Background: an optimization exercise with open tools, aiming at small area, a short achievable clock period and few clock cycles. Do not read the settings as production practice. Function was checked by simulation only, so behaviour that the tests miss may differ from the original. Power figures rest on the tool's default switching activity, not on a simulated workload.

==> design.v <==
package segmax_pkg;
   localparam int DATA_W_DEF = 32;
endpackage
module segmax_gt
#(
   parameter int DATA_W = segmax_pkg::DATA_W_DEF
) (
   input  logic [DATA_W-1:0] a_i,
   input  logic [DATA_W-1:0] b_i,
   output logic              gt_o
);
   localparam int LV = (DATA_W <= 2) ? 1 : (DATA_W <= 4) ? 2 : (DATA_W <= 8) ? 3 :
                       (DATA_W <= 16) ? 4 : (DATA_W <= 32) ? 5 : 6;
   logic [DATA_W-1:0] g [LV+1];
   logic [DATA_W-1:0] p [LV+1];
   for (genvar i = 0; i < DATA_W; i++) begin : g_bit
      if (i == DATA_W-1) begin : g_sign
         assign g[0][i] = !a_i[i] && b_i[i];
         assign p[0][i] = !a_i[i] || b_i[i];
      end else begin : g_mag
         assign g[0][i] = a_i[i] && !b_i[i];
         assign p[0][i] = a_i[i] || !b_i[i];
      end
   end
   for (genvar l = 0; l < LV; l++) begin : g_lvl
      localparam int N = DATA_W >> (l + 1);
      for (genvar j = 0; j < N; j++) begin : g_node
         assign g[l+1][j] = g[l][2*j+1] || (p[l][2*j+1] && g[l][2*j]);
         assign p[l+1][j] = p[l][2*j+1] && p[l][2*j];
      end
      for (genvar j = N; j < DATA_W; j++) begin : g_pad
         assign g[l+1][j] = 1'b0;
         assign p[l+1][j] = 1'b0;
      end
   end
   assign gt_o = g[LV][0];
endmodule
module segmax_tree
#(
   parameter int DATA_W = segmax_pkg::DATA_W_DEF
) (
   input  logic [DATA_W-1:0] a_i,
   input  logic [DATA_W-1:0] b_i,
   output logic [DATA_W-1:0] max_o
);
   logic gt;
   segmax_gt #(.DATA_W(DATA_W)) u_gt (.a_i(a_i), .b_i(b_i), .gt_o(gt));
   assign max_o = gt ? a_i : b_i;
endmodule
module segmax_stream
#(
   parameter int DATA_W = segmax_pkg::DATA_W_DEF,
   parameter int LANES  = 8,
   parameter int CNT_W  = 16
) (
   input  logic                    clk,
   input  logic                    rst,
   input  logic [1:0]              seg_mode,
   input  logic                    in_valid,
   output logic                    in_ready,
   input  logic [LANES*DATA_W-1:0] in_data,
   input  logic                    in_last,
   output logic                    out_valid,
   input  logic                    out_ready,
   output logic [LANES*DATA_W-1:0] out_max,
   output logic [CNT_W-1:0]        out_beats
);
   logic                  in_row_q, out_valid_q, stall, accept, first;
   logic                  m2_q, m4_q, m2, m4;         
   logic                  v1_q, first1_q, last1_q, two1_q, four1_q, one1;
   logic [DATA_W-1:0]     lane  [8];
   logic [DATA_W-1:0]     p     [4];
   logic [DATA_W-1:0]     p_q   [4];
   logic [DATA_W-1:0]     acc_q [4];
   logic [CNT_W-1:0]      cnt_q;
   logic                  upd, load1;
   logic [DATA_W-1:0]     acc_cmp [4];
   logic                  g10, g20, g30, g21, g31, g32;
   logic [3:0]            x;
   logic                  s00, s01, s02, s03, s11, s12, s13, s22, s33;
   assign stall     = out_valid_q && !out_ready;
   assign in_ready  = !(out_valid_q && v1_q);
   assign accept    = in_valid && in_ready;
   assign first     = !in_row_q;
   assign m2        = first ? (seg_mode == 2'd1) : m2_q;
   assign m4        = first ? (seg_mode == 2'd2) : m4_q;
   for (genvar i = 0; i < 8; i++) begin : g_lane
      assign lane[i] = in_data[i*DATA_W +: DATA_W];
   end
   for (genvar i = 0; i < 4; i++) begin : g_p
      segmax_tree #(.DATA_W(DATA_W)) u_p (.a_i(lane[2*i]), .b_i(lane[2*i+1]), .max_o(p[i]));
   end
   assign load1 = !(stall && v1_q);
   always_ff @(posedge clk) begin
      if (load1) begin
         first1_q <= first;
         last1_q  <= in_last;
         two1_q   <= m2;
         four1_q  <= m4;
         for (int i = 0; i < 4; i++) p_q[i] <= p[i];
      end
      if (accept && first) begin
         m2_q <= m2;
         m4_q <= m4;
      end
   end
   assign acc_cmp[0] = acc_q[0];
   assign acc_cmp[1] = four1_q ? acc_q[1] : acc_q[0];
   assign acc_cmp[2] = four1_q ? acc_q[2] : two1_q ? acc_q[1] : acc_q[0];
   assign acc_cmp[3] = four1_q ? acc_q[3] : two1_q ? acc_q[1] : acc_q[0];
   segmax_gt #(.DATA_W(DATA_W)) u_g10 (.a_i(p_q[1]), .b_i(p_q[0]), .gt_o(g10));
   segmax_gt #(.DATA_W(DATA_W)) u_g20 (.a_i(p_q[2]), .b_i(p_q[0]), .gt_o(g20));
   segmax_gt #(.DATA_W(DATA_W)) u_g30 (.a_i(p_q[3]), .b_i(p_q[0]), .gt_o(g30));
   segmax_gt #(.DATA_W(DATA_W)) u_g21 (.a_i(p_q[2]), .b_i(p_q[1]), .gt_o(g21));
   segmax_gt #(.DATA_W(DATA_W)) u_g31 (.a_i(p_q[3]), .b_i(p_q[1]), .gt_o(g31));
   segmax_gt #(.DATA_W(DATA_W)) u_g32 (.a_i(p_q[3]), .b_i(p_q[2]), .gt_o(g32));
   for (genvar j = 0; j < 4; j++) begin : g_x
      segmax_gt #(.DATA_W(DATA_W)) u_x (.a_i(p_q[j]), .b_i(acc_cmp[j]), .gt_o(x[j]));
   end
   assign one1 = !two1_q && !four1_q;
   assign upd  = v1_q && !stall;
   assign s00 = (first1_q || x[0]) && (four1_q || (!g10 && (two1_q || (!g20 && !g30))));
   assign s01 = (first1_q || x[1]) && !four1_q && g10 && (two1_q || (!g21 && !g31));
   assign s02 = (first1_q || x[2]) && one1 && g20 && g21 && !g32;
   assign s03 = (first1_q || x[3]) && one1 && g30 && g31 && g32;
   assign s11 = (first1_q || x[1]) && four1_q;
   assign s12 = (first1_q || x[2]) && two1_q && !g32;
   assign s13 = (first1_q || x[3]) && two1_q && g32;
   assign s22 = (first1_q || x[2]) && four1_q;
   assign s33 = (first1_q || x[3]) && four1_q;
   always_ff @(posedge clk) begin
      if (upd) begin
         if (s00 || s01 || s02 || s03)
            acc_q[0] <= ({DATA_W{s00}} & p_q[0]) | ({DATA_W{s01}} & p_q[1]) |
                        ({DATA_W{s02}} & p_q[2]) | ({DATA_W{s03}} & p_q[3]);
         if (s11 || s12 || s13 || first1_q)
            acc_q[1] <= ({DATA_W{s11}} & p_q[1]) | ({DATA_W{s12}} & p_q[2]) |
                        ({DATA_W{s13}} & p_q[3]);
         if (s22 || first1_q) acc_q[2] <= {DATA_W{four1_q}} & p_q[2];
         if (s33 || first1_q) acc_q[3] <= {DATA_W{four1_q}} & p_q[3];
         if (first1_q)          cnt_q <= CNT_W'(1);
         else if (!(&cnt_q))    cnt_q <= cnt_q + 1'b1;
      end
   end
   for (genvar k = 0; k < 4; k++) begin : g_out
      assign out_max[k*DATA_W +: DATA_W] = acc_q[k];
   end
   assign out_max[LANES*DATA_W-1:4*DATA_W] = '0;
   assign out_valid = out_valid_q;
   assign out_beats = cnt_q;
   always_ff @(posedge clk) begin
      if (rst) begin
         in_row_q    <= 1'b0;
         v1_q        <= 1'b0;
         out_valid_q <= 1'b0;
      end else begin
         if (accept) in_row_q <= !in_last;
         if (load1)  v1_q <= accept;
         if (!stall) out_valid_q <= v1_q && last1_q;
      end
   end
endmodule
==> run.sh <==
#!/bin/bash
# synth_recipe.tcl (not shown) runs the flow's synth.tcl, then flattens the netlist and writes it again
# the make line also repeats each setting of config.mk as NAME=value (left out here)
make -C /OpenROAD-flow-scripts/flow DESIGN_CONFIG=/design/flow/config.mk WORK_HOME=/design/flow/orfs CLKGATE_MAP_FILE= SYNTH_SCRIPT=/design/flow/synth_recipe.tcl finish
==> config.mk <==
export PLATFORM = sky130hd
export DESIGN_NAME = segmax_stream
export DESIGN_NICKNAME = segmax_stream
export VERILOG_FILES = /design/flow/design.v
export SDC_FILE = /design/flow/constraint.sdc
export NUM_CORES = 4
export LEC_CHECK = 0
export ABC_AREA = 1
export CAP_MARGIN = 20
export CORE_MARGIN = 2
export CORE_UTILIZATION = 40
export SETUP_SLACK_MARGIN = 5
export SLEW_MARGIN = 20
==> constraint.sdc <==
create_clock -name core_clock -period 10.0 [get_ports {clk}]
set_input_delay 2.0000 -clock core_clock [delete_from_list [all_inputs] [get_ports {clk}]]
set_output_delay 2.0000 -clock core_clock [all_outputs]
set_load 0.01 [all_outputs]
==> results.py <==
metrics = {
    "clock_network": {
        "clock_tree.root_cell": "sky130_fd_sc_hd__clkbuf_16",
        "cts_hold_repair.buffers": 0,
        "cts_tree": "done",
        "clkSinkCount": 281,
        "cts_buffers": 37,
        "cts_setup_buffers": 0,
        "clk_pin_slew_ns": 0.06,
        "ctsLongestPathBuffers": 3,
        "ctsResizeCount": 0,
        "ctsHtreeMaxLevel": 2,
        "clock_insertion_delay_worst_skew_ns": 0.57,
    },
    "logic_synthesis": {
        "synthesis.area_um2": 23000,
        "netlist_instances": 3494,
        "synth_warnings": 13,
        "post_synth_xor_area_fraction_pct": 0,
        "synth_fa_ha_area_share_pct": 0.0544,
        "synth-simple-area-share_pct": 35.0,
        "synth-seq-area-share_pct": 36.6,
        "synth_top_family_by_area": "simple AND/OR/NAND/NOR gates",
        "yosysTopAreaCell": "sky130_fd_sc_hd__edfxtp_1",
        "dominantRegCellSynth": "sky130_fd_sc_hd__edfxtp_1",
        "post_synth_main_area_contributors": "sky130_fd_sc_hd__edfxtp_1, sky130_fd_sc_hd__nand2_1, sky130_fd_sc_hd__inv_1",
        "synth.ff_latch_count": 281,
        "number_of_enable_type_register_cells_in_the_synthesized_netlist": 278,
        "synth.distinct_cells": 54,
        "post-synth-top-area-fraction_pct": 36.3,
        "complex_gate_fraction_of_the_synthesized_area_pct": 13.2,
        "mean_area_per_synthesized_cell_um2": 6.58,
        "asyncSetResetFlopFracSynth_pct": 0,
        "post_synth_mux_area_share_pct": 0,
    },
    "power": {
        "switching_power_mw": 1.96,
        "pwr-share-seq_pct": 37.6,
        "total_leakage_power_nw": 13.3,
        "pwr-share-comb_pct": 35.8,
        "power_switching_share_pct": 40.4,
        "clockPowerShare_pct": 26.7,
        "ir_drop_uv": 97.3,
        "power.internal_mw": 2.89,
        "power.density_nw_per_um2": 172,
    },
    "timing": {
        "finalCritPeriodShare_pct": 46.6,
        "hold_viol": 0,
        "worst_clock_skew_ns": 0.0281,
        "clock.fmax_mhz": 215,
        "setup_violations": 0,
        "final_period_minus_worst_setup_slack_ns": 4.66,
        "worst_slew_pin_slew_ns": 1.08,
        "slew_violations": 0,
        "minimum_hold_slack_ns": 0.483,
        "relSlewSlack_pct": 27.6,
        "grt_setup_unrepaired": "false",
        "fin_tns_setup_ns": 0,
    },
    "routing": {
        "totalWireLength_mm": 91.0,
        "drtAntennaViolNets": 0,
        "drt_first_iter_violations": 2957,
        "routed_via_density": 5.27,
        "post_detailed_route_drc_marker_count": 0,
        "wl_per_cell_um": 19.7,
        "drtPass1Iterations": 6,
        "via_count": 24400,
    },
    "final_layout": {
        "proportion_of_layout_cells_with_a_drive_suffix_above_1_pct": 3.21,
        "fillers": 5759,
        "syn_to_final_growth_pct": 22.7,
        "final_cells": 4626,
        "layout.nets": 4100,
    },
    "hold_path": {
        "min-delay-path-class": "reg -> reg",
    },
    "global_routing": {
        "groute.usage.overall_pct": 29.6,
        "grt-ovfl-total": 0,
        "initial_antenna_violation_count": 10,
        "grt_pass1_wl_mm": 134,
        "first_global_vias": 21600,
        "grt_start_max_net_pins": 180,
    },
    "floorplan": {
        "fp-row-count": 87,
        "initial_standard_cell_utilization_of_the_core_pct": 40.6,
        "die-area_um2": 59400,
        "die-height_um": 244,
        "die_width_um": 244,
        "top_level_ports": 537,
        "core_area_um2": 56600,
    },
    "flow_run": {
        "timing.max_cap.violations": 0,
    },
    "critical_path": {
        "required_ns": 10.30,
        "timing.setup.critical_path_class": "in -> reg",
        "timing.critical_path.fanout_max": 25,
        "critical_path_arrival_ns": 4.96,
        "critPathCaptureType": "flop",
        "startpoint_type": "input port",
    },
    "place": {
        "placed_cells": 4553,
        "io_buffers": 408,
        "gp_routability_congestion": 0.960,
        "dpl.hpwl_mm": 72.7,
    },
    "run_status": {
        "status": "no timing/DRC/antenna violations",
    },
}
## Yosys cell counts (all sizes together), types with 9 or more instances
| master | number |
|---|---|
| a21oi | 107 |
| a31oi | 16 |
| buf | 196 |
| clkbuf | 54 |
| edfxtp | 278 |
| inv | 481 |
| nand2 | 1195 |
| nand3 | 323 |
| nand3b | 9 |
| nand4 | 50 |
| nor2 | 313 |
| nor3 | 11 |
| o2111ai | 11 |
| o211ai | 40 |
| o21ai | 257 |
| o22ai | 75 |
| or2 | 22 |
## flip-flops by register name, summed over array words and instances, names as in the netlist
signal / count
four1_q: 1
m2_q: 1
p_q: 128
v1_q: 1
last1_q: 1
first1_q: 1
two1_q: 1
m4_q: 1
in_row_q: 1
cnt_q: 16
acc_q: 128
out_valid_q: 1
## metal layers
layer,global-route usage [%],part of all wire [%],vias up
met5,0,0.014,-
met4,9.67,2.8,2
met3,5.39,11,141
met2,43.3,42,1256
met1,43.7,44,11100
li1,-,-,11900
## final cells by class
class	count	area [µm²]	area share (%)
well taps	756	946	3.35
inverters	481	1820	6.43
flip-flops and latches	281	8410	29.8
diodes	8	20.0	0.0709
clock inverters	17	126	0.448
clock buffers	48	1030	3.65
repair buffers	426	4230	15.0
multi-input cells	2609	11600	41.3
## cells in the final DEF (no fill, tap or decap), drive strengths merged, types with 7 or more instances in the layout
cell | synthesis | routed
a21oi | 107 | 107
a31oi | 16 | 16
buf | 196 | 18
clkbuf | 54 | 48
clkdlybuf4s50 | 0 | 408
clkinv | 0 | 9
conb | 1 | 128
diode | 0 | 8
edfxtp | 278 | 278
inv | 481 | 482
nand2 | 1195 | 1195
nand3 | 323 | 323
nand3b | 9 | 9
nand4 | 50 | 50
nor2 | 313 | 313
nor3 | 11 | 11
nor3b | 7 | 7
o2111ai | 11 | 11
o211ai | 40 | 40
o21ai | 257 | 257
o22ai | 75 | 75
or2 | 22 | 22
## cells by family (layout without fill, tap and decap cells)
family / Yosys count / after routing
other cells: 1 / 136
buf+inv: 731 / 972
fa+ha+maj: 1 / 1
flops: 281 / 281
simple gates: 1946 / 1946
compound gates: 534 / 534
## power by group through the flow
| stage | clock network, mW | registers [mW] | logic (mW) |
|---|---|---|---|
| floorplan | 0 | 1.66 | 1.19 |
| global placement | 0 | 1.82 | 1.70 |
| detailed placement | 0 | 1.82 | 1.71 |
| CTS | 1.31 | 1.80 | 1.72 |
| global route | 1.36 | 1.83 | 1.94 |
| finish | 1.29 | 1.82 | 1.73 |
## path summary, 6_finish.rpt
| kind | startpoint | to | slack, ns | cells past startpoint |
|---|---|---|---|---|
| worst max-delay path | in_data[178] | p_q[2][31] | 5.34 | 12 |
| worst min-delay path | last1_q | out_valid_q | 0.48 | 2 |
| worst max register to register | four1_q | acc_q[1][31] | 5.42 | 14 |
| worst min register to register | last1_q | out_valid_q | 0.48 | 2 |
## metrics by stage
| step | setup slack, ns | instance area (µm²) | util (%) | total power, mW |
|---|---|---|---|---|
| after global placement | 4.73 | 27000 | 47.8 | 3.53 |
| after global routing | 5.06 | 28200 | 49.9 | 5.13 |
| after CTS | 5.35 | 28200 | 49.8 | 4.83 |
| final | 5.34 | 28200 | 49.9 | 4.85 |
| after floorplan | 5.60 | 23500 | - | 2.85 |
| after detailed placement | 4.77 | 27000 | 47.8 | 3.54 |
## critical path: stages
cell and delay (ns):
sky130_fd_sc_hd__clkdlybuf4s50_1 0.50, sky130_fd_sc_hd__inv_1 0.06, sky130_fd_sc_hd__o21ai_0 0.22, sky130_fd_sc_hd__o22ai_1 0.12
sky130_fd_sc_hd__o21ai_0 0.24, sky130_fd_sc_hd__o2111ai_1 0.18, sky130_fd_sc_hd__a21oi_2 0.49, sky130_fd_sc_hd__buf_4 0.40
sky130_fd_sc_hd__nand2_1 0.25, sky130_fd_sc_hd__buf_4 0.30, sky130_fd_sc_hd__nand2_1 0.10, sky130_fd_sc_hd__nand2_1 0.06
Testbench counts, summed over its fixed seeds: cycles 22,349.

==> static timing again, ports no longer ideal <==
The flow's constraints put no driver on any port. The routed layout listed below was extracted and timed again, unchanged, in two steps. Step 1 assumes that a clkbuf_16 drives the clock port and a buf_2 every other input. Step 2 also shifts input and output timing later by t, the mid clock arrival at the registers, as if the neighbouring blocks saw the same clock. a / b / c = ideal / step 1 / step 2; a / b = the first two.
t (ns): 0.603
slack for setup (ns): 5.344 / 5.364 / 4.761
worst hold slack (ns): 0.483 / 0.483 / 0.483
worst setup path after step 2: input to register
After both steps this run still meets setup and hold. For this run, drivers alone change the setup slack by +0.020 ns; drivers and shift together by -0.583 ns.
